What follows belongs to an exercise in optimizing a design on an open flow for small area, a short achievable clock period and few clock cycles per item; a production flow would make more cautious choices.
Where RTL was checked, it was by simulation tests only, not by an equivalence proof against the original.
Function not checked in run 4: the RTL went through the layout flow alone.
Power and IR drop assume default switching activity.

### design/flow/design.v
package imem_pkg;
    localparam int DEPTH_LOG2_DEF = 8;
    localparam int DATA_W         = 16;
    localparam int ADDR_W         = 16;
endpackage
module lat_counter (
    input  logic clk,
    input  logic rst,
    output logic zero_o
);
    assign zero_o = 1'b1;
endmodule
module imem_resp (
    input  logic              clk,
    input  logic              rst,
    input  logic              req,
    input  logic              wr,
    input  logic [imem_pkg::ADDR_W-1:0] addr,
    input  logic [imem_pkg::DATA_W-1:0] data_in,
    output logic [imem_pkg::DATA_W-1:0] data_out,
    output logic              stall,
    output logic              done,
    output logic              err
);
    localparam int DEPTH_LOG2 = imem_pkg::DEPTH_LOG2_DEF;
    localparam int DEPTH      = 1 << DEPTH_LOG2;
    logic [imem_pkg::DATA_W-1:0] mem_q [DEPTH];
    logic [imem_pkg::DATA_W-1:0] data_out_q;
    logic                        done_q, err_q;
    logic [DEPTH_LOG2-1:0] idx;
    logic                  mem_we;
    logic                  mem_re;
    assign idx    = addr[DEPTH_LOG2:1];
    assign mem_we = req && !rst && !addr[0] &&  wr;
    assign mem_re = req && !addr[0] && !wr;
    always_ff @(posedge clk) begin
        if (rst) begin
            data_out_q <= '0;
            done_q     <= 1'b0;
            err_q      <= 1'b0;
        end else begin
            if (mem_re) begin
                data_out_q <= mem_q[idx];
            end
            done_q <= req;
            err_q  <= req && addr[0];
        end
    end
    always_ff @(posedge clk) begin
        if (mem_we) begin
            mem_q[idx] <= data_in;
        end
    end
    assign data_out = data_out_q;
    assign stall    = 1'b0;
    assign done     = done_q;
    assign err      = err_q;
endmodule
### design/flow/run.sh
#!/bin/bash
# synth_recipe.tcl (not shown) runs the flow's synth.tcl, then flattens the netlist and writes it again
# the make line also repeats each setting of config.mk as NAME=value (left out here)
make -C /OpenROAD-flow-scripts/flow DESIGN_CONFIG=/design/flow/config.mk WORK_HOME=/design/flow/orfs CLKGATE_MAP_FILE= SYNTH_SCRIPT=/design/flow/synth_recipe.tcl finish
### design/flow/config.mk
export PLATFORM = sky130hd
export DESIGN_NAME = imem_resp
export DESIGN_NICKNAME = imem_resp
export VERILOG_FILES = /design/flow/design.v
export SDC_FILE = /design/flow/constraint.sdc
export NUM_CORES = 4
export LEC_CHECK = 0
export CAP_MARGIN = 20
export CORE_MARGIN = 2
export CORE_UTILIZATION = 40
export SLEW_MARGIN = 20
### design/flow/constraint.sdc
create_clock -name core_clock -period 5.0 [get_ports {clk}]
set_input_delay 1.0000 -clock core_clock [delete_from_list [all_inputs] [get_ports {clk}]]
set_output_delay 1.0000 -clock core_clock [all_outputs]
set_load 0.01 [all_outputs]
==> results of run 1 <==
## critical path: stages
cell and delay [ns]:
clkdlybuf4s50_1 0.49, nor2b_1 0.21, and3b_1 0.55, nand2_2 0.70, nor2_1 1.05, buf_4 0.33
## sequential cells by signal, summed over array words and instances, names as in the netlist
name and count:
data_out_q 16, done_q 1, err_q 1, mem_q 4096
## placed cells by master (no fill, tap or decap), types with 37 or more instances in the layout
cell | netlist | final
mux2i_1 | 273 | 273
edfxtp_1 | 4096 | 4096
nor2_1 | 309 | 249
o22ai_1 | 106 | 106
nor2_2 | 0 | 58
clkbuf_1 | 134 | 92
buf_12 | 0 | 67
clkinv_1 | 2 | 99
buf_4 | 98 | 581
a22oi_1 | 52 | 52
mux2_2 | 40 | 40
nand2_1 | 155 | 150
a21oi_1 | 73 | 73
mux4_2 | 1029 | 1029
bufinv_16 | 0 | 37
o21ai_0 | 71 | 70
clkinv_2 | 0 | 63
clkbuf_16 | 0 | 422
## per-stage QoR
stage	cells	hold slack [ns]
after floorplan	6996	0.518
after global placement	12506	0.624
after detailed placement	12506	0.606
after CTS	13253	0.460
after global routing	13257	0.424
final	13264	0.454
## power by group
part	switching [mW]	internal [mW]	leakage (nW)	total, mW
clock network	12.9	17.4	6.41	30.3
registers	0.0278	37.9	36.9	38.0
logic	2.26	1.26	13.7	3.52
## per-layer routing
| metal | vias to the layer above | GRT usage [%] | share of wire [%] |
|---|---|---|---|
| met1 | 41636 | 29.2 | 40 |
| met3 | 619 | 3.70 | 8.8 |
| met2 | 3507 | 32.6 | 47 |
| met4 | 0 | 7.34 | 3.9 |
| li1 | 31178 | - | - |
| met5 | - | 0 | 0 |
## final timing paths
path	from	endpoint	slack (ns)
worst min-delay path	data_in[7]	mem_q[125][7]	0.45
worst max register to register	mem_q[90][15]	data_out_q[15]	1.81
worst min register to register	data_out_q[15]	data_out_q[15]	0.62
worst max-delay path	req	mem_q[183][9]	1.24
## synthesized netlist by cell type, drive strengths merged (6+ instances only)
cell type | n | area [µm²]
a32oi | 26 | 228
a31oi | 23 | 144
o2bb2ai | 7 | 61.3
nor4 | 9 | 56.3
buf | 269 | 1790
o22ai | 106 | 663
edfxtp | 4096 | 123000
and2 | 8 | 50.1
a211oi | 31 | 233
nand2 | 155 | 582
clkbuf | 134 | 503
a21oi | 73 | 365
o221ai | 9 | 78.8
nor2b | 17 | 106
mux2 | 40 | 450
mux2i | 273 | 2730
nand3 | 40 | 200
a311oi | 11 | 96.3
o21ai | 75 | 375
dfxtp | 18 | 360
o21bai | 9 | 67.6
a32o | 6 | 60.1
o22a | 20 | 175
a211o | 6 | 52.6
nor2 | 309 | 1160
nor3 | 60 | 300
mux4 | 1029 | 23200
a22oi | 52 | 390
nand4 | 15 | 93.8
## kinds of logic after synthesis
family,after synthesis
flops,4114
compound gates,491
buf+inv,407
simple gates,641
other cells,1
mux,1342
## area by class of cell
class                      count  area share (%)
antenna                       10          0.0137
multi-input combinational   2475            18.0
clock buffer                 514            5.99
sequential                  4114            67.7
clock inverter               233            1.24
timing repair buffer         694            3.44
tap                         5220            3.58
inverter                       4          0.0124
==> impl_metrics.yaml, run 1 <==
critical_path:
  critical_path.endpoint_type: "register"
  start_kind: "input pin"
  cp.required_ns: 5.64
  data_arrival_time_at_the_worst_slack_endpoint_ns: 4.40
  setup.worst_path.class: "input pin to register"
  ff2ff_path_depth: 7
  crit_fanout: 9
drt:
  post_dr_vias_cell: 5.80
  vias: 76940
  routed_wire_length_per_instance_um: 31.6
  drt_iter0_markers: 9717
  route.final.wire_length_um: 419000
  detail-route-antenna-nets: 0
  drt_pass1_iterations: 6
  drc: 0
final_layout:
  final_util_pct: 46.3
  final_net_count: 7739
  multiInputGateArea_mm2: 0.0328
  area_growth_syn_to_layout_pct: 15.2
  finalInstanceArea_mm2: 0.182
  drive_gt1_share_pct: 30.1
  fillerInstances: 32246
  register_area_mm2: 0.123
sta:
  fmax_ghz: 0.266
  setup_total_negative_slack_ns: 0
  grt_setup_unrepaired: "false"
  worst-slew-pin-transition_ns: 1.21
  finalClockSkew_ns: 0.0684
  fin_crit_ns: 3.76
  number_of_slew_limit_violations_in_the_final_report: 0
  finalSetupViolations: 0
  fin_crit_sh_pct: 75.2
  timing.max_slew.rel_slack_pct: 19.7
  fin_ws_ns: 1.24
  final_hold_viol_count: 0
power:
  worst_ir_drop_vdd_mv: 0.287
  power.leakage_nw: 57.1
  power_mw: 71.8
  p_per_area_mw_per_mm2: 394
clock_network:
  post-cts-setup-buffers: 0
  clockRootBuffer: "clkbuf_16"
  numCtsBuffers: 414
  cts_max_path_buffers: 4
  clkTransAtPathRegs_ns: 0.06
  tritoncts: "yes"
  post_cts.resized_instances: 0
  sinks_on_the_clock_net: 4114
  htree_levels: 5
  insertion_delay_ns: 0.97
  cts-hold-fix-buffers: 0
logic_synthesis:
  combinational_family_with_the_most_area_after_synthesis: "multiplexers"
  ys_ff_latch: 4114
  synthesized_cell_area_mm2: 0.158
  synth-compound-area-share_pct: 2.10
  synth_ff_type: "edfxtp_1"
  synth-xor-area-share_pct: 0
  synth_area_per_cell_um2: 22.6
  ys_types: 61
  synth.mux.area_fraction_pct: 16.7
  netlist_instances: 6996
  synthAdderAreaFrac_pct: 0
  ys.warnings.count: 1
  number_of_flops_mapped_to_enable_cells_by_yosys: 4096
  synth_simple_gate_area_share_pct: 1.74
  ys_async_sr_fraction_pct: 0
  synth_fp_nets: 7032
  sequential_share_of_the_synthesized_area_pct: 78.0
placed_design:
  port_buffers: 46
  dpl_worst_slack_ns: 0.267
  hpwl_um: 258000
  gp_routability_congestion: 0.894
  post_dp_cell_area_mm2: 0.169
die:
  coreArea_mm2: 0.393
  floorplan.die.width_um: 633
  floorplan.io_pins: 55
  die_area_mm2: 0.400
  floorplan.rows: 230
  floorplan.initialDensity_pct: 40.2
  die_h_um: 633
grt:
  grt_antenna_before_repair: 25
  maximum_number_of_pins_on_one_net_before_global_route_repair: 161
  grt_pass1_vias: 76968
  grt_pass1_wl_um: 590000
  grt.overflow.total: 0
  grt_use_total_pct: 20.7
status:
  run_status: "no timing/DRC/antenna violations"
worst_hold_path:
  worstHoldPathCells: 1
  worst_hold_path_type: "input pin to register"
run:
  max-cap-violations: 0
Testbench counts, summed over its fixed seeds: cycles 16,000, items 16,000.
==> run 2: changes to the inputs <==
--- a/design/flow/config.mk
+++ b/design/flow/config.mk
@@ -9,3 +9,5 @@
 export CORE_MARGIN = 2
 export CORE_UTILIZATION = 40
+export SETUP_SLACK_MARGIN = 2.0
 export SLEW_MARGIN = 20
+export TNS_END_PERCENT = 5
==> run 2 against run 1 <==
  * Register-to-register slack better by 0.33 ns
  * Sequential power hardly changed
  * First-iteration DRC count is 5.8% higher
  * Clock skew is 0.012 ns lower
  * Final cell count is 0.90% lower
  * Largest cell class unchanged
  * Largest power group unchanged
  * Highest routed layer is now met5
==> impl_metrics.yaml, run 2 <==
sta:
  number_of_slew_limit_violations_in_the_final_report: 0
  grt_setup_unrepaired: "true"
  fmax_ghz: 0.319
  final_hold_viol_count: 0
  finalSetupViolations: 0
  finalClockSkew_ns: 0.0564
  fin_crit_ns: 3.13
  timing.max_slew.rel_slack_pct: 23.0
  fin_crit_sh_pct: 62.6
  worst-slew-pin-transition_ns: 1.16
  setup_total_negative_slack_ns: 0
logic_synthesis:
  number_of_flops_mapped_to_enable_cells_by_yosys: 4096
  synthDominantCellAreaShare_pct: 77.8
  synth_area_leader_cell: "edfxtp_1"
  ys_types: 61
  leading_post_synthesis_cells_by_instance_count: "edfxtp_1 (4,096), mux4_2 (1,029), nor2_1 (309)"
  synth_area_per_cell_um2: 22.6
  ys_async_sr_fraction_pct: 0
  synthesized_cell_area_mm2: 0.158
  most_frequently_used_cell_type_in_the_post_synthesis_netlist: "edfxtp_1"
  netlist_instances: 6996
  sequential_share_of_the_synthesized_area_pct: 78.0
  ys_ff_latch: 4114
  synth_ff_type: "edfxtp_1"
  ys.warnings.count: 1
  synth_fp_nets: 7032
  synth_area_leaders: "edfxtp_1 (78%), mux4_2 (15%), mux2i_1 (1.7%)"
die:
  floorplan.rows: 230
  floorplan.io_pins: 55
  die_area_mm2: 0.400
  floorplan.die.width_um: 633
  die_h_um: 633
  floorplan.initialDensity_pct: 40.2
  coreArea_mm2: 0.393
drt:
  drt_iter0_markers: 10281
  detail-route-antenna-nets: 0
  routed_wire_length_per_instance_um: 32.4
  vias: 76797
  route.final.wire_length_um: 426000
  post_dr_vias_cell: 5.84
  drc: 0
  drt_pass1_iterations: 5
grt:
  grt_antenna_before_repair: 17
  grt.overflow.total: 0
  maximum_number_of_pins_on_one_net_before_global_route_repair: 147
  grt_pass1_vias: 76412
  grt_use_total_pct: 21.1
  grt_pass1_wl_um: 598000
critical_path:
  cp_common_cell: "buf_4"
  critical_path.endpoint_type: "register"
  crit_fanout: 22
  slowest_stage: "nor2b_1"
  crit_chain: "buf_6 -> buf_4 -> nor2b_1 -> buf_4 -> nand2_2 -> o22ai_1 -> nand2_1 -> o311ai_0 -> buf_4 -> a31oi_1 -> buf_4 -> a311oi_1"
  worst_path_largest_cell_delay_ns: 0.50
  setup.worst_path.class: "input pin to register"
  crit_buf_inv: 5
  start_kind: "input pin"
  cp.required_ns: 5.88
  data_arrival_time_at_the_worst_slack_endpoint_ns: 4.01
  critical-path-top-delay-family: "buffers and inverters"
final_layout:
  reg.largest.list: "mem_q: 4096 flops, data_out_q: 16 flops"
  largest_reg_flops: 4096
  final_util_pct: 46.8
  final_net_count: 7614
  area_growth_syn_to_layout_pct: 16.3
  post_layout_nonfiller_instances: 13145
  layout.cells.most_common: "edfxtp_1"
  mostFrequentLayoutCells: "edfxtp_1 (4,096), mux4_2 (1,029), buf_4 (418)"
  fillerInstances: 32131
  drive_gt1_share_pct: 32.6
  finalInstanceArea_mm2: 0.184
  registers.top_by_ff_count: "mem_q"
run:
  max-cap-violations: 0
clock_network:
  insertion_delay_ns: 0.99
  cts_max_path_buffers: 4
  sinks_on_the_clock_net: 4114
  cts-hold-fix-buffers: 0
  clockRootBuffer: "clkbuf_16"
  htree_levels: 5
  tritoncts: "yes"
  clkTransAtPathRegs_ns: 0.06
  numCtsBuffers: 413
power:
  power.leakage_nw: 57.2
  p_per_area_mw_per_mm2: 394
  power_mw: 72.4
  worst_ir_drop_vdd_mv: 0.302
worst_hold_path:
  worst_hold_path_type: "input pin to register"
placed_design:
  gp_routability_congestion: 0.862
  post_dp_cell_area_mm2: 0.169
  port_buffers: 46
  hpwl_um: 255000
  place.detailed.instances: 12348
status:
  run_status: "no timing/DRC/antenna violations"
## run 2: final cells by class
cell class	count	area [µm²]	area share, %
flip-flops and latches	4114	123000	67.1
multi-input cells	2475	34600	18.8
clock buffers	503	10800	5.85
well taps	5220	6530	3.55
repair buffers	570	5910	3.21
clock inverters	253	2670	1.45
inverters	4	25.0	0.0136
diodes	6	15.0	0.00816
## run 2: timing repair
| action | in CTS | in global routing |
|---|---|---|
| setup endpoints to repair | 732 | 770 |
| gates cloned | 8 | 1 |
| buffers inserted | 21 | 2 |
| pin swaps | 3 | 3 |
| gates resized for setup | 94 | 38 |
## run 2: cell families after synthesis
logic type	Yosys count	share of synthesized area (%)
DFF	4114	78.0
muxes	1342	16.7
and+or+nand+nor	641	1.74
AOI/OAI and AO/OA	491	2.10
buffers and inverters	407	1.46
other	1	0.00237
## run 2: metal layers
metal	GRT usage (%)	vias to the layer above	part of all wire, %
met5	0	-	0.0061
met4	6.51	4	3.4
met3	4.27	551	8.8
met2	33.6	3443	48
met1	29.3	41791	40
li1	-	31008	-
## run 2: through the flow
| stage | worst slack [ns] | hold slack (ns) |
|---|---|---|
| after floorplan | 1.67 | 0.518 |
| after global placement | 0.0220 | 0.650 |
| after detailed placement | 0.0583 | 0.662 |
| after CTS | 1.79 | 0.453 |
| after global routing | 1.89 | 0.449 |
| final | 1.87 | 0.474 |
## run 2: where the power goes
part | leakage (nW) | total [mW] | switching [mW] | internal [mW]
sequential | 37.0 | 38.0 | 0.0357 | 37.9
clock | 6.56 | 30.8 | 13.2 | 17.6
combinational | 13.7 | 3.64 | 2.33 | 1.31
total | 57.2 | 72.4 | 15.6 | 56.8
## run 2: final timing paths
check,from,endpoint,slack (ns),cells past startpoint
worst max-delay path,addr[6],data_out_q[0],1.87,12
worst min-delay path,data_in[7],mem_q[199][7],0.47,1
worst max register to register,mem_q[95][3],data_out_q[3],2.14,6
worst min register to register,data_out_q[0],data_out_q[0],0.59,2
## run 2: worst reg2reg max path, stage by stage (launching register included)
cell      delay [ns]
edfxtp_1        0.36
mux4_2          0.46
mux4_2          0.55
a311oi_2        0.51
o21ai_1         0.47
nor3_1          0.29
a211oi_1        0.11
==> run 3: changes to the inputs <==
--- a/design/flow/config.mk
+++ b/design/flow/config.mk
@@ -8,6 +8,6 @@
 export CAP_MARGIN = 20
 export CORE_MARGIN = 2
-export CORE_UTILIZATION = 40
-export SETUP_SLACK_MARGIN = 2.0
+export CORE_UTILIZATION = 45
+export SETUP_SLACK_MARGIN = 1.0
 export SLEW_MARGIN = 20
-export TNS_END_PERCENT = 5
+export TNS_END_PERCENT = 10
==> run 3 against run 2 <==
  * Via count barely moved
  * Utilization grew 5.1 points
  * Count of clock-buffer cells in the layout unchanged
  * Flip-flop and latch count did not move
  * Die area shrank 11%
  * Worst setup slack lost 0.53 ns
  * Combinational power fell by 4%
  * Largest power group unchanged
  * Final cell count decreased by 3.8%
  * Wire length fell by 2.3%
  * Global-route usage increased by 2.2 points
  * Highest routed layer unchanged
  * Worst hold slack worse by 0.21 ns
  * Still clean
==> impl_metrics.yaml, run 3 <==
status:
  run_status: "no timing/DRC/antenna violations"
critical_path:
  worstSetupStartpoint: "addr[1]"
  slowest_stage: "a311oi_1"
  ff2ff_path_depth: 8
  setup.worst_path.class: "input pin to register"
  crit_chain: "buf_16 -> buf_4 -> mux4_2 -> mux4_2 -> a311oi_1 -> o21ai_1 -> buf_4 -> nor3_1 -> buf_4 -> o2bb2ai_1"
  crit_fanout: 69
  reg2reg_setup_slack_ns: 1.84
  critical_path.endpoint_type: "register"
  start_kind: "input pin"
  critical_path.reg2reg.endpoint: "data_out_q[9]"
  regToRegStartpoint: "mem_q[87][9]"
  cp.required_ns: 5.87
  worst_path_largest_cell_delay_ns: 0.55
  data_arrival_time_at_the_worst_slack_endpoint_ns: 4.52
  critical-path-top-delay-family: "buffers and inverters"
  crit_buf_inv: 4
  cp_common_cell: "buf_4"
run:
  max-cap-violations: 0
worst_hold_path:
  timing.hold.worst_endpoint: "mem_q[229][5]"
  worstHoldPathCells: 1
  hold_start: "data_in[5]"
  worst_hold_path_type: "input pin to register"
drt:
  route.final.wire_length_um: 416000
  vias: 76812
  drt_iter0_markers: 9871
  post_dr_vias_cell: 6.08
  drc: 0
  drt_pass1_iterations: 6
  detail-route-antenna-nets: 0
  routed_wire_length_per_instance_um: 32.9
placed_design:
  post_dp_cell_area_mm2: 0.168
  hpwl_um: 253000
  port_buffers: 46
  gp_routability_congestion: 0.887
die:
  die_area_mm2: 0.356
  coreArea_mm2: 0.349
  die_h_um: 597
  floorplan.rows: 217
  floorplan.die.width_um: 597
  floorplan.io_pins: 55
  floorplan.initialDensity_pct: 45.2
sta:
  fin_crit_sh_pct: 73.1
  worst-slew-pin-transition_ns: 1.36
  timing.max_slew.rel_slack_pct: 9.40
  fmax_ghz: 0.273
  finalSetupViolations: 0
  final_hold_viol_count: 0
  number_of_slew_limit_violations_in_the_final_report: 0
  grt_setup_unrepaired: "false"
  setup_total_negative_slack_ns: 0
  worst_hold_slack_ns: 0.262
  fin_crit_ns: 3.66
  finalClockSkew_ns: 0.0589
logic_synthesis:
  sequential_share_of_the_synthesized_area_pct: 78.0
  ys_types: 61
  synth_area_leader_cell: "edfxtp_1"
  synthDominantCellAreaShare_pct: 77.8
  synth_area_per_cell_um2: 22.6
  synthesized_cell_area_mm2: 0.158
  number_of_flops_mapped_to_enable_cells_by_yosys: 4096
  ys_async_sr_fraction_pct: 0
  synth_fp_nets: 7032
  synth_ff_type: "edfxtp_1"
  synth_area_leaders: "edfxtp_1 (78%), mux4_2 (15%), mux2i_1 (1.7%)"
  netlist_instances: 6996
  ys.warnings.count: 1
  ys_ff_latch: 4114
  leading_post_synthesis_cells_by_instance_count: "edfxtp_1 (4,096), mux4_2 (1,029), nor2_1 (309)"
  most_frequently_used_cell_type_in_the_post_synthesis_netlist: "edfxtp_1"
clock_network:
  clkTransAtPathRegs_ns: 0.06
  cts_max_path_buffers: 4
  htree_levels: 5
  cts-hold-fix-buffers: 0
  sinks_on_the_clock_net: 4114
  post-cts-setup-buffers: 0
  clockRootBuffer: "clkbuf_16"
  post_cts.resized_instances: 0
  numCtsBuffers: 417
  tritoncts: "yes"
  insertion_delay_ns: 0.98
final_layout:
  area_growth_syn_to_layout_pct: 14.7
  largest_reg_flops: 4096
  reg.largest.list: "mem_q: 4096 flops, data_out_q: 16 flops"
  final_util_pct: 51.9
  registers.top_by_ff_count: "mem_q"
  final_net_count: 7716
  drive_gt1_share_pct: 30.1
  finalInstanceArea_mm2: 0.181
  mostFrequentLayoutCells: "edfxtp_1 (4,096), mux4_2 (1,029), buf_4 (555)"
  layout.cells.most_common: "edfxtp_1"
power:
  power.leakage_nw: 57.1
  p_per_area_mw_per_mm2: 397
  worst_ir_drop_vdd_mv: 0.309
grt:
  grt_pass1_wl_um: 588000
  maximum_number_of_pins_on_one_net_before_global_route_repair: 169
  grt.overflow.total: 0
  grt_antenna_before_repair: 17
  grt_pass1_vias: 76586
  grt_use_total_pct: 23.3
[run 3: metrics by stage]
stage | worst slack [ns] | instances | power (mW)
6_report | 1.34 | 12641 | 72.0
3_5_place_dp | 0.334 | 11860 | 42.2
5_1_grt | 1.26 | 12632 | 74.0
3_3_place_gp | 0.276 | 11860 | 42.2
4_1_cts | 1.37 | 12631 | 72.5
2_1_floorplan | 1.02 | 6996 | 40.4
[run 3: cell families (layout without fill, tap and decap cells)]
group / Yosys count / in the layout / share of synthesized area [%]
DFF: 4114 / 4114 / 78.0
other: 1 / 11 / 0.00237
buffers and inverters: 407 / 1443 / 1.46
and+or+nand+nor: 641 / 641 / 1.74
muxes: 1342 / 1342 / 16.7
AOI/OAI and AO/OA: 491 / 491 / 2.10
[run 3: report_power, final]
part	internal (mW)	total (mW)	switching [mW]
clock network	17.4	30.5	13.2
registers	37.9	38.0	0.0289
logic	1.25	3.50	2.25
total	56.6	72.0	15.4
[run 3: worst max path at each step]
stage                    endpoint  slack, ns  cells past startpoint
floorplan           mem_q[146][0]       1.02                      8
global placement    data_out_q[9]       0.28                     10
detailed placement  data_out_q[9]       0.33                     10
CTS                 data_out_q[9]       1.37                     10
global route        data_out_q[1]       1.26                     11
finish              data_out_q[9]       1.34                     10
[run 3: layer usage]
metal / vias up / global-route usage [%] / routed length (µm)
li1: 31152 / - / -
met1: 41537 / 32.9 / 168000
met2: 3455 / 36.8 / 197000
met3: 666 / 4.11 / 34900
met4: 2 / 8.53 / 16500
met5: - / 0 / 13
[run 3: layout make-up]
| cell class | instances | area, µm² |
|---|---|---|
| Fill cell | 26786 | 168000 |
| Multi-Input combinational cell | 2475 | 32800 |
| Inverter | 4 | 22.5 |
| Timing Repair Buffer | 668 | 6070 |
| Tap cell | 4599 | 5750 |
| Sequential cell | 4114 | 123000 |
| Clock buffer | 503 | 10800 |
| Clock inverter | 268 | 2470 |
| Antenna cell | 10 | 25.0 |
==> run 4: changes to the inputs <==
--- a/design/flow/design.v
+++ b/design/flow/design.v
@@ -41,9 +41,17 @@
         end else begin
             if (mem_re) begin
-                data_out_q <= mem_q[idx];
+                data_out_q <= rd_word;
             end
             done_q <= req;
             err_q  <= req && addr[0];
         end
+    end
+    logic [DEPTH-1:0]            rd_hot;
+    logic [imem_pkg::DATA_W-1:0] rd_word;
+    always_comb begin
+        for (int i = 0; i < DEPTH; i++) rd_hot[i] = (idx == i);
+        rd_word = '0;
+        for (int i = 0; i < DEPTH; i++)
+            rd_word = rd_word | ({imem_pkg::DATA_W{rd_hot[i]}} & mem_q[i]);
     end
     always_ff @(posedge clk) begin
--- a/design/flow/config.mk
+++ b/design/flow/config.mk
@@ -8,6 +8,6 @@
 export CAP_MARGIN = 20
 export CORE_MARGIN = 2
-export CORE_UTILIZATION = 45
-export SETUP_SLACK_MARGIN = 1.0
+export CORE_UTILIZATION = 55
+export SETUP_SLACK_MARGIN = 2.0
 export SLEW_MARGIN = 20
-export TNS_END_PERCENT = 10
+export TNS_END_PERCENT = 5
==> run 4 against run 3 <==
  * The run now fails in 5_1_grt
  * Synthesized area shrank 4.3%
  * Synthesized cell count grew 22%
==> impl_metrics.yaml, run 4 <==
logic_synthesis:
  netlist_instances: 8535
  synth_fp_nets: 8571
  synthesized_cell_area_mm2: 0.151
  ys_types: 66
  number_of_flops_mapped_to_enable_cells_by_yosys: 4096
  sequential_share_of_the_synthesized_area_pct: 81.5
  synth_area_leader_cell: "edfxtp_1"
  most_frequently_used_cell_type_in_the_post_synthesis_netlist: "edfxtp_1"
  ys_ff_latch: 4114
  leading_post_synthesis_cells_by_instance_count: "edfxtp_1 (4,096), a22oi_1 (1,407), clkbuf_1 (369)"
  synth_area_leaders: "edfxtp_1 (81%), a22oi_1 (7.0%), and3_1 (1.1%)"
  synth_area_per_cell_um2: 17.7
  synthDominantCellAreaShare_pct: 81.3
  synth_ff_type: "edfxtp_1"
  ys.warnings.count: 1
  ys_async_sr_fraction_pct: 0
clock_network:
  numCtsBuffers: 411
  clockRootBuffer: "clkbuf_16"
  cts_max_path_buffers: 4
  htree_levels: 5
  sinks_on_the_clock_net: 4114
  cts-hold-fix-buffers: 0
status:
  outcome.stop_stage: "5_1_grt"
  stop_error: "[ERROR GRT-0116] Global routing finished with congestion. Check the congestion regions in the DRC Viewer."
  run_status: "stopped before the end"
grt:
  grt_pass1_vias: 135104
  maximum_number_of_pins_on_one_net_before_global_route_repair: 142
  grt_pass1_wl_um: 1560000
  grt.overflow.total: 500
  grt_use_total_pct: 86.3
placed_design:
  place.detailed.instances: 13321
  post_dp_cell_area_mm2: 0.175
  gp_routability_congestion: 1.27
  hpwl_um: 747000
  dpl_worst_slack_ns: -0.636
  port_buffers: 46
die:
  floorplan.io_pins: 55
  floorplan.initialDensity_pct: 55.3
  die_h_um: 529
  floorplan.die.width_um: 529
  floorplan.rows: 192
run 4: changes by cell type after synthesis, sizes merged, moves of 177 or more:
| cell | before | now |
|---|---|---|
| a22oi | 52 | 1407 |
| and3 | 5 | 274 |
| clkbuf | 134 | 370 |
| mux2i | 273 | 1 |
| mux4 | 1029 | 0 |
| nand3 | 40 | 237 |
| nand4 | 15 | 192 |
| nor3 | 60 | 288 |
run 4: how the worst min path moves through the flow:
stage	start	to	slack (ns)	depth (start not counted)
CTS	data_in[11]	mem_q[247][11]	0.40	1
detailed placement	data_out_q[0]	data_out_q[0]	0.60	2
global placement	data_out_q[0]	data_out_q[0]	0.60	2
floorplan	data_out_q[0]	data_out_q[0]	0.52	2
run 4: kinds of logic after synthesis:
logic type / share of synthesized area (%)
other: 0.00248
buffers and inverters: 1.46
multiplexers: 0.00661
AND/OR/NAND/NOR: 6.03
flip-flops: 81.5
AO/OA/AOI/OAI: 11.0
run 4: per-layer routing:
metal	overflow	track usage [%]
met1	41	88.6
met2	226	92.5
met3	47	81.5
met4	180	79.2
met5	6	70.1
run 4: timing repair:
| item | in CTS |
|---|---|
| resized for setup | 684 |
| pin swaps | 186 |
| setup buffers | 334 |
| setup endpoints to repair | 427 |
| gates cloned | 12 |
run 4: per-stage QoR:
step                util, %  hold slack, ns
floorplan                 -           0.518
CTS                    71.1           0.403
global placement       63.8           0.605
detailed placement     63.9           0.597
run 4: power by group through the flow:
stage / clock network [mW] / logic, mW / registers [mW]
after floorplan: 0 / 0.578 / 38.7
after global placement: 0 / 2.59 / 38.7
after detailed placement: 0 / 2.63 / 38.7
after CTS: 30.3 / 2.93 / 38.0

-- static timing again, ports no longer ideal --
How much do the figures lean on ideal ports? The routed layouts below were timed once more, with nothing changed but the port constraints.
Step 1 sets driving cells, clkbuf_16 on the clock port and buf_2 on the other inputs (assumed; they add their load-dependent delay and slew).
Step 2 adds t to the input delays and takes it off the output delays; t is the mean of the earliest and latest rising clock arrival at the registers after step 1. Input paths then give back, and output paths get back, about the clock's delay inside the block.
Slacks: ideal / step 1 / step 2; pairs: ideal / step 1.
| run | t, ns | setup WS [ns] | hold slack, ns |
|---|---|---|---|
| run 1 | 1.058 | 1.238 / 1.223 / 0.165 | 0.454 / 0.413 / 0.623 |
| run 2 | 1.069 | 1.870 / 1.784 / 0.716 | 0.474 / 0.422 / 0.594 |
| run 3 | 1.065 | 1.343 / 1.363 / 0.298 | 0.262 / 0.207 / 0.607 |
After both steps setup and hold are still met in every run listed. For run 2, which loses most, drivers alone change the setup slack by -0.086 ns; drivers and shift together by -1.154 ns.
